Source: an optimization exercise on an open RTL-to-GDS flow (aim: small area and a short achievable clock period). Production flows keep margins and buffers that such runs may drop. Where RTL was checked, it was by simulation tests only, not by an equivalence proof against the original.

==> build 55 <==
// arith_encoder
module arith_encoder #(
  parameter int SYMBOL_WIDTH = 4
) (
  input  logic                    general_clk,
  input  logic                    reset,
  input  logic                    in_valid,
  input  logic [15:0]             fl,
  input  logic [15:0]             fh,
  input  logic [SYMBOL_WIDTH-1:0] symbol,
  input  logic [SYMBOL_WIDTH:0]   nsyms,
  input  logic                    bool_mode,
  output logic                    out_valid,
  output logic [15:0]             range_out,
  output logic [23:0]             low_out,
  output logic [4:0]              cnt_out,
  output logic [1:0]              bit_flag,
  output logic [15:0]             out_bit_1,
  output logic [15:0]             out_bit_2
);
export LEC_CHECK = 0
export ABC_AREA = 1
export CAP_MARGIN = 20
export CORE_MARGIN = 2
export CORE_UTILIZATION = 40
export CTS_BUF_LIST = sky130_fd_sc_hd__clkbuf_8
export SETUP_SLACK_MARGIN = 2.9
export SLEW_MARGIN = 20
create_clock -name core_clock -period 9.0 [get_ports {general_clk}]
standard.sh (not shown) runs the stock make flow with config.mk's settings and CLKGATE_MAP_FILE= SYNTH_SCRIPT=/design/flow/synth_recipe.tcl, a recipe that flattens the netlist after the stock synthesis.
==> flow/flow/run.sh <==
#!/bin/bash
# The standard layout with three changes: synthesis skips the quick ABC pass
# inside Yosys's synth (the final ABC mapping still runs), adders use Yosys's
# Sklansky carry network instead of Kogge-Stone, and the ports get the
# smallest buffer instead of the delay buffer that buffer_ports picks by
# default. All output goes to run_standard.log in this folder; ORFS keeps its
# own logs under orfs/logs.
set -euo pipefail
export SYNTH_ARGS="-noabc"
export SYNTH_OPERATIONS_ARGS="-extra-map +/choices/sklansky.v"
export BUFFER_PORTS_ARGS="-buffer_cell sky130_fd_sc_hd__buf_1"
bash standard.sh > run_standard.log 2>&1
==> inputs of build 88, as changes to build 55 <==
--- a/flow/design.v
+++ b/flow/design.v
@@ -101,16 +101,16 @@
   wire lt_1, lt_2;
   assign lt_1 = (range_q[0] & p_x) ^ (r8[1] & ~p_m2n[0]) ^ (r8[0] & ~p_m2n[1]);
   assign lt_2 = ((range_q[0] & p_x) & (r8[1] & ~p_m2n[0])) | ((range_q[0] & p_x) & (r8[0] & ~p_m2n[1])) | ((r8[1] & ~p_m2n[0]) & (r8[0] & ~p_m2n[1]));
   wire lt_3, lt_4;
   assign lt_3 = (range_q[1] & p_x) ^ (r8[2] & ~p_m2n[0]) ^ (r8[1] & ~p_m2n[1]);
   assign lt_4 = ((range_q[1] & p_x) & (r8[2] & ~p_m2n[0])) | ((range_q[1] & p_x) & (r8[1] & ~p_m2n[1])) | ((r8[2] & ~p_m2n[0]) & (r8[1] & ~p_m2n[1]));
   wire lt_5, lt_6;
-  assign lt_5 = (r8[0] & ~p_m2n[2]) ^ lt_2 ^ lt_3;
-  assign lt_6 = ((r8[0] & ~p_m2n[2]) & lt_2) | ((r8[0] & ~p_m2n[2]) & lt_3) | (lt_2 & lt_3);
+  assign lt_5 = (r8[0] & ~p_m2n[2]) ^ lt_2;
+  assign lt_6 = (r8[0] & ~p_m2n[2]) & lt_2;
   wire lt_7, lt_8;
   assign lt_7 = p_k[0] ^ (range_q[2] & p_x) ^ (r8[3] & ~p_m2n[0]);
   assign lt_8 = (p_k[0] & (range_q[2] & p_x)) | (p_k[0] & (r8[3] & ~p_m2n[0])) | ((range_q[2] & p_x) & (r8[3] & ~p_m2n[0]));
   wire lt_9, lt_10;
   assign lt_9 = (r8[2] & ~p_m2n[1]) ^ (r8[1] & ~p_m2n[2]) ^ (r8[0] & ~p_m2n[3]);
   assign lt_10 = ((r8[2] & ~p_m2n[1]) & (r8[1] & ~p_m2n[2])) | ((r8[2] & ~p_m2n[1]) & (r8[0] & ~p_m2n[3])) | ((r8[1] & ~p_m2n[2]) & (r8[0] & ~p_m2n[3]));
   wire lt_11, lt_12;
@@ -200,16 +200,16 @@
   wire lt_67, lt_68;
   assign lt_67 = lt_61 ^ lt_50 ^ lt_52;
   assign lt_68 = (lt_61 & lt_50) | (lt_61 & lt_52) | (lt_50 & lt_52);
   wire lt_69, lt_70;
   assign lt_69 = lt_63 ^ lt_65 ^ lt_54;
   assign lt_70 = (lt_63 & lt_65) | (lt_63 & lt_54) | (lt_65 & lt_54);
   wire lt_71, lt_72;
-  assign lt_71 = lt_67 ^ lt_69 ^ lt_56;
-  assign lt_72 = (lt_67 & lt_69) | (lt_67 & lt_56) | (lt_69 & lt_56);
+  assign lt_71 = lt_67 ^ lt_69;
+  assign lt_72 = lt_67 & lt_69;
   wire lt_73, lt_74;
   assign lt_73 = p_k[5] ^ (r8[7] & ~p_m2n[2]) ^ (r8[6] & ~p_m2n[3]);
   assign lt_74 = (p_k[5] & (r8[7] & ~p_m2n[2])) | (p_k[5] & (r8[6] & ~p_m2n[3])) | ((r8[7] & ~p_m2n[2]) & (r8[6] & ~p_m2n[3]));
   wire lt_75, lt_76;
   assign lt_75 = (r8[5] & ~p_m2n[4]) ^ (r8[4] & ~p_m2n[5]) ^ (r8[3] & ~p_m2n[6]);
   assign lt_76 = ((r8[5] & ~p_m2n[4]) & (r8[4] & ~p_m2n[5])) | ((r8[5] & ~p_m2n[4]) & (r8[3] & ~p_m2n[6])) | ((r8[4] & ~p_m2n[5]) & (r8[3] & ~p_m2n[6]));
   wire lt_77, lt_78;
@@ -224,16 +224,16 @@
   wire lt_83, lt_84;
   assign lt_83 = lt_64 ^ lt_66 ^ lt_79;
   assign lt_84 = (lt_64 & lt_66) | (lt_64 & lt_79) | (lt_66 & lt_79);
   wire lt_85, lt_86;
   assign lt_85 = lt_81 ^ lt_68 ^ lt_83;
   assign lt_86 = (lt_81 & lt_68) | (lt_81 & lt_83) | (lt_68 & lt_83);
   wire lt_87, lt_88;
-  assign lt_87 = lt_70 ^ lt_85 ^ lt_72;
-  assign lt_88 = (lt_70 & lt_85) | (lt_70 & lt_72) | (lt_85 & lt_72);
+  assign lt_87 = lt_70 ^ lt_85;
+  assign lt_88 = lt_70 & lt_85;
   wire lt_89, lt_90;
   assign lt_89 = p_s ^ p_k[5] ^ (r8[7] & ~p_m2n[3]);
   assign lt_90 = (p_s & p_k[5]) | (p_s & (r8[7] & ~p_m2n[3])) | (p_k[5] & (r8[7] & ~p_m2n[3]));
   wire lt_91, lt_92;
   assign lt_91 = (r8[6] & ~p_m2n[4]) ^ (r8[5] & ~p_m2n[5]) ^ (r8[4] & ~p_m2n[6]);
   assign lt_92 = ((r8[6] & ~p_m2n[4]) & (r8[5] & ~p_m2n[5])) | ((r8[6] & ~p_m2n[4]) & (r8[4] & ~p_m2n[6])) | ((r8[5] & ~p_m2n[5]) & (r8[4] & ~p_m2n[6]));
   wire lt_93, lt_94;
@@ -332,27 +332,27 @@
   wire lt_155, lt_156;
   assign lt_155 = p_k[5] ^ (r8[7] & ~p_m2n[9]) ^ (p_s & r8n[6]);
   assign lt_156 = (p_k[5] & (r8[7] & ~p_m2n[9])) | (p_k[5] & (p_s & r8n[6])) | ((r8[7] & ~p_m2n[9]) & (p_s & r8n[6]));
   wire lt_157, lt_158;
   assign lt_157 = lt_150 ^ lt_155 ^ lt_152;
   assign lt_158 = (lt_150 & lt_155) | (lt_150 & lt_152) | (lt_155 & lt_152);
   wire [16:0] lt_a, lt_b;
-  assign lt_a = {lt_154, lt_148, lt_140, lt_130, lt_118, lt_104, lt_88, lt_87, lt_71, lt_42, lt_30, lt_20, lt_17, lt_6, lt_5, (p_en & r8[0]), 1'b0};
-  assign lt_b = {lt_157, lt_153, lt_147, lt_139, lt_129, lt_117, lt_103, 1'b0, 1'b0, lt_55, lt_41, lt_29, lt_19, lt_11, 1'b0, lt_1, 1'b0};
+  assign lt_a = {lt_154, lt_148, lt_140, lt_130, lt_118, lt_104, lt_88, lt_72, lt_56, lt_42, lt_30, lt_20, lt_17, lt_6, lt_3, (p_en & r8[0]), 1'b0};
+  assign lt_b = {lt_157, lt_153, lt_147, lt_139, lt_129, lt_117, lt_103, lt_87, lt_71, lt_55, lt_41, lt_29, lt_19, lt_11, lt_5, lt_1, 1'b0};
   assign sum2 = lt_a + lt_b;
   assign raw  = sum2[16:1];
   wire at_1, at_2;
-  assign at_1 = rn[0] ^ (r8[1] & ~p_nn[0]) ^ (r8[0] & ~p_nn[1]);
-  assign at_2 = (rn[0] & (r8[1] & ~p_nn[0])) | (rn[0] & (r8[0] & ~p_nn[1])) | ((r8[1] & ~p_nn[0]) & (r8[0] & ~p_nn[1]));
+  assign at_1 = rn[0] ^ (r8[1] & ~p_nn[0]);
+  assign at_2 = rn[0] & (r8[1] & ~p_nn[0]);
   wire at_3, at_4;
   assign at_3 = rn[1] ^ (r8[2] & ~p_nn[0]) ^ (r8[1] & ~p_nn[1]);
   assign at_4 = (rn[1] & (r8[2] & ~p_nn[0])) | (rn[1] & (r8[1] & ~p_nn[1])) | ((r8[2] & ~p_nn[0]) & (r8[1] & ~p_nn[1]));
   wire at_5, at_6;
-  assign at_5 = (r8[0] & ~p_nn[2]) ^ at_2 ^ at_3;
-  assign at_6 = ((r8[0] & ~p_nn[2]) & at_2) | ((r8[0] & ~p_nn[2]) & at_3) | (at_2 & at_3);
+  assign at_5 = (r8[0] & ~p_nn[2]) ^ at_2;
+  assign at_6 = (r8[0] & ~p_nn[2]) & at_2;
   wire at_7, at_8;
   assign at_7 = p_o2[0] ^ rn[2] ^ (r8[3] & ~p_nn[0]);
   assign at_8 = (p_o2[0] & rn[2]) | (p_o2[0] & (r8[3] & ~p_nn[0])) | (rn[2] & (r8[3] & ~p_nn[0]));
   wire at_9, at_10;
   assign at_9 = (r8[2] & ~p_nn[1]) ^ (r8[1] & ~p_nn[2]) ^ (r8[0] & ~p_nn[3]);
   assign at_10 = ((r8[2] & ~p_nn[1]) & (r8[1] & ~p_nn[2])) | ((r8[2] & ~p_nn[1]) & (r8[0] & ~p_nn[3])) | ((r8[1] & ~p_nn[2]) & (r8[0] & ~p_nn[3]));
   wire at_11, at_12;
@@ -481,16 +481,16 @@
   wire at_93, at_94;
   assign at_93 = at_87 ^ at_78 ^ at_80;
   assign at_94 = (at_87 & at_78) | (at_87 & at_80) | (at_78 & at_80);
   wire at_95, at_96;
   assign at_95 = at_89 ^ at_91 ^ at_82;
   assign at_96 = (at_89 & at_91) | (at_89 & at_82) | (at_91 & at_82);
   wire at_97, at_98;
-  assign at_97 = at_93 ^ at_95 ^ at_84;
-  assign at_98 = (at_93 & at_95) | (at_93 & at_84) | (at_95 & at_84);
+  assign at_97 = at_93 ^ at_95;
+  assign at_98 = at_93 & at_95;
   wire at_99, at_100;
   assign at_99 = rn[10] ^ (r8[7] & ~p_nn[4]) ^ (r8[6] & ~p_nn[5]);
   assign at_100 = (rn[10] & (r8[7] & ~p_nn[4])) | (rn[10] & (r8[6] & ~p_nn[5])) | ((r8[7] & ~p_nn[4]) & (r8[6] & ~p_nn[5]));
   wire at_101, at_102;
   assign at_101 = (r8[5] & ~p_nn[6]) ^ (r8[4] & ~p_nn[7]) ^ (r8[3] & ~p_nn[8]);
   assign at_102 = ((r8[5] & ~p_nn[6]) & (r8[4] & ~p_nn[7])) | ((r8[5] & ~p_nn[6]) & (r8[3] & ~p_nn[8])) | ((r8[4] & ~p_nn[7]) & (r8[3] & ~p_nn[8]));
   wire at_103, at_104;
@@ -547,16 +547,16 @@
   wire at_137, at_138;
   assign at_137 = at_130 ^ at_135 ^ at_132;
   assign at_138 = (at_130 & at_135) | (at_130 & at_132) | (at_135 & at_132);
   wire at_139, at_140;
   assign at_139 = rn[15] ^ (r8[7] & ~p_nn[9]) ^ at_136;
   assign at_140 = (rn[15] & (r8[7] & ~p_nn[9])) | (rn[15] & at_136) | ((r8[7] & ~p_nn[9]) & at_136);
   wire [16:0] at_a, at_b;
-  assign at_a = {at_138, at_134, at_128, at_120, at_110, at_98, at_97, at_70, at_56, at_42, at_30, at_20, at_17, at_6, at_5, at_1, 1'b0};
-  assign at_b = {at_139, at_137, at_133, at_127, at_119, at_109, 1'b0, at_83, at_69, at_55, at_41, at_29, at_19, at_11, 1'b0, 1'b0, 1'b0};
+  assign at_a = {at_138, at_134, at_128, at_120, at_110, at_98, at_84, at_70, at_56, at_42, at_30, at_20, at_17, at_6, at_3, (r8[0] & ~p_nn[1]), 1'b0};
+  assign at_b = {at_139, at_137, at_133, at_127, at_119, at_109, at_97, at_83, at_69, at_55, at_41, at_29, at_19, at_11, at_5, at_1, 1'b0};
   assign sum2n    = at_a + at_b;
   assign add_next = ~(sum2n[16:1] | {16{p_z}});
   logic        z8, z4, z2, z1, raw_zero;
   logic [15:0] t1, t2, t3, range_next;
   logic [3:0]  d_next;
   assign z8 = ~|raw[15:8];
   assign t1 = z8 ? {raw[7:0], 8'd0} : raw;
--- a/flow/config.mk
+++ b/flow/config.mk
@@ -6,9 +6,9 @@
 export NUM_CORES = 4
 export LEC_CHECK = 0
 export ABC_AREA = 1
 export CAP_MARGIN = 20
 export CORE_MARGIN = 2
 export CORE_UTILIZATION = 40
 export CTS_BUF_LIST = sky130_fd_sc_hd__clkbuf_8
-export SETUP_SLACK_MARGIN = 2.9
+export SETUP_SLACK_MARGIN = 2.8
 export SLEW_MARGIN = 20
==> results.txt <==
Of build 88 and build 55, build 88 has the higher first-iteration DRC count (gap about 8%, measured against build 55).
Between build 55 and build 88, the lower final area is in build 55 (gap 0.99%, measured against build 88).
In register-to-register slack, build 88 and build 55 hardly differ.
Sequential cell count is the same in build 88 and build 55.
Die area: build 55 is smaller than build 88 (about 1.5%).
Clock skew: build 55 is higher than build 88 (0.0036 ns).
In build 55 the synthesized area is smaller than in build 88, by about 1.5%.
Only the layout flow was run in build 88; the RTL was not checked for function there.

-- afterwards: timing with drivers on the ports --
Ports are ideal in the flow. The routed layouts listed here were re-timed in OpenROAD. Step 1: set_driving_cell puts a clkbuf_16 on general_clk and a buf_2 on each other input, an assumption about the parent block. Step 2 times the ports against the registers' clock, not the clock port: input delays grow and output delays shrink by t, the midpoint of the rising clock arrivals with the driver on. a / b / c = no drivers / after step 1 / after step 2; a / b = the first two.
run | shift t [ns] | setup slack, ns | worst setup path after step 2 | slew at the worst register clock pin (ns)
build 55 | 0.424 | 3.158 / 3.158 / 3.076 | input to register | 0.11 / 0.11
build 88 | 0.408 | 3.152 / 3.152 / 2.843 | input to register | 0.10 / 0.10
After both steps setup and hold are still met in every run listed. For build 88, which loses most, drivers alone change the setup slack by 0.000 ns; drivers and shift together by -0.309 ns.
